What follows belongs to an exercise in optimizing a design on an open flow for small area and a short achievable clock period; a production flow would make more cautious choices. At most, simulation tests tie the RTL to the original design; equivalence was not proved. No activity file was given, so power comes from the tool's default toggle rates.

// execute_top
module execute_top
(
    input  wire logic              i_clk,
    input  wire logic              i_rst,
    input  wire logic              i_flush,
    input  wire logic [DATA_W-1:0] i_pc,
    input  wire logic [DATA_W-1:0] i_rs_data,
    input  wire logic [DATA_W-1:0] i_rt_data,
    input  wire logic [DATA_W-1:0] i_imm,        
    input  wire logic [REG_W-1:0]  i_rt,
    input  wire logic [REG_W-1:0]  i_rd,
    input  wire logic [WB_W-1:0]   i_wb_ctrl,
    input  wire logic [MEM_W-1:0]  i_mem_ctrl,
    input  wire logic [5:0]        i_ex_ctrl,    
    output logic      [DATA_W-1:0] o_alu_result,
    output logic                   o_alu_zero,
    output logic      [DATA_W-1:0] o_write_data,
    output logic      [REG_W-1:0]  o_write_reg,
    output logic      [WB_W-1:0]   o_wb_ctrl,
    output logic      [MEM_W-1:0]  o_mem_ctrl,
    output logic      [DATA_W-1:0] o_pc_branch
);
    logic [DATA_W-1:0] s1_p, s1_g;
    logic              s1_cin, s1_slt, s1_shl, s1_shr, s1_fill;
    logic [2:0]        s1_shamt_lo;
    logic [REG_W-1:0]  s1_write_reg;
    logic [WB_W-1:0]   s1_wb_ctrl;
    logic [MEM_W-1:0]  s1_mem_ctrl;
    logic [29:0]       s1_pcb_sum;
    logic [1:0]        s1_pcb_co;
    logic              idex_rst_flag;
    logic [DATA_W-1:0] idex_p, idex_g, idex_rt_data;
    logic              idex_cin, idex_slt, idex_shl, idex_shr, idex_fill;
    logic [2:0]        idex_shamt_lo;
    logic [REG_W-1:0]  idex_write_reg;
    logic [WB_W-1:0]   idex_wb_ctrl;
    logic [MEM_W-1:0]  idex_mem_ctrl;
  ...
Size: about 1500 cells after synthesis, roughly 260 flip-flops, about 260 I/O pins.
Settings: LEC_CHECK=0, CAP_MARGIN=20, CORE_MARGIN=2, CORE_UTILIZATION=40, CTS_CLUSTER_DIAMETER=100, CTS_CLUSTER_SIZE=24, SETUP_SLACK_MARGIN=2.9, SLEW_MARGIN=20; clock period 6.0 ns.
standard.sh (not shown) runs the stock make flow with config.mk's settings and CLKGATE_MAP_FILE= SYNTH_SCRIPT=/design/flow/synth_recipe.tcl, a recipe that flattens the netlist after the stock synthesis.
==> flow/flow/run.sh <==
#!/bin/bash
# The standard layout (the standard.sh: standard synthesis, floorplan,
# placement, CTS, routing), with one change: the buffers placed on the
# ports are the platform's smallest plain buffer, sky130_fd_sc_hd__buf_1,
# instead of the resizer's default pick (a 10 um2 delay buffer). Timing
# repair still upsizes any port buffer on a critical path.
set -euo pipefail
export BUFFER_PORTS_ARGS="-buffer_cell sky130_fd_sc_hd__buf_1"
bash standard.sh > standard.log 2>&1
The first run finished clean.
Rerun with:
- SETUP_SLACK_MARGIN: 2.9 -> 3.5
Effect: The changed run went through all stages and came out clean; final area goes up by about a fifth; setup slack improves by 370 ps; count of clock-buffer cells in the layout stays the same; non-clock buffer count goes up by 121; total power goes up by a few percent; sequential share of layout area goes down by 3.9 points; worst hold slack improves by 20 ps; critical path depth goes up by 3; final cell count goes up by a few percent; fmax goes up by roughly a tenth; first-iteration DRC count goes down by roughly a tenth.
Rerun with:
- SETUP_SLACK_MARGIN: 3.5 -> 3.2
- TNS_END_PERCENT: unset -> 20
=> The changed run completed with no timing, DRC or antenna violations; wire length fell by 5.0%; setup slack loses 210 ps; cell area is lower by 8.9%.
Rerun with:
- TNS_END_PERCENT: 20 -> unset
Effect: The new run finished with timing, DRC and antenna clean. Wire length is higher by about 1.4%. Worst setup slack gains 23 ps. Final area is lower by 0.69%.

Another version of the RTL of execute_top (not shown whole).
Size in the first run: roughly 1700 cells after synthesis, about 260 flip-flops, roughly 0.015 mm2 of cells after synthesis.
Settings: LEC_CHECK=0, CAP_MARGIN=20, CORE_MARGIN=2, CORE_UTILIZATION=40, CTS_CLUSTER_DIAMETER=100, CTS_CLUSTER_SIZE=30, SETUP_SLACK_MARGIN=3.5, SLEW_MARGIN=20; clock period 6.0 ns.
Scripts as last shown in full above: flow/flow/run.sh
==> next run, changes <==
- CTS_CLUSTER_DIAMETER: 100 -> unset
- CTS_CLUSTER_SIZE: 30 -> unset
First-iteration DRC count shrinks by roughly a tenth. Cell count grows slightly. Worst setup slack got worse by 0.12 ns. Power grows by roughly a tenth. Sequential power hardly moves. Area after synthesis does not change. Clock-buffer cell count grows by 22.
No functional check of the RTL was part of any run of this note.

## what the ideal ports hide
In the flow no input, the clock included, has a driving cell. The finished layouts below were timed again as built, in two steps.
Step 1, drivers: a clkbuf_16 drives i_clk and a buf_2 each remaining input, both assumed.
Step 2, shift: input delay + t, output delay - t, t = (earliest + latest rising clock arrival at the registers) / 2. This alone moves slack from input paths to output paths.
Slacks: no drivers / after step 1 / after step 2; pairs: no drivers / after step 1.
run | t (ns) | setup slack, ns | slew at the worst register clock pin (ns)
the first run of note 1 | 0.558 | 2.939 / 2.970 / 2.411 | 0.11 / 0.11
the second run of note 1 | 0.555 | 3.308 / 3.311 / 2.756 | 0.11 / 0.11
the third run of note 1 | 0.557 | 3.100 / 3.133 / 2.576 | 0.11 / 0.11
the fourth run of note 1 | 0.564 | 3.123 / 3.156 / 2.593 | 0.11 / 0.11
the first run of note 2 | 0.574 | 3.159 / 3.175 / 2.601 | 0.12 / 0.12
the second run of note 2 | 0.620 | 3.037 / 3.042 / 2.422 | 0.07 / 0.07
After both steps every run listed still meets setup and hold. For the second run of note 2, which loses most, drivers alone change the setup slack by +0.005 ns; drivers and shift together by -0.615 ns.
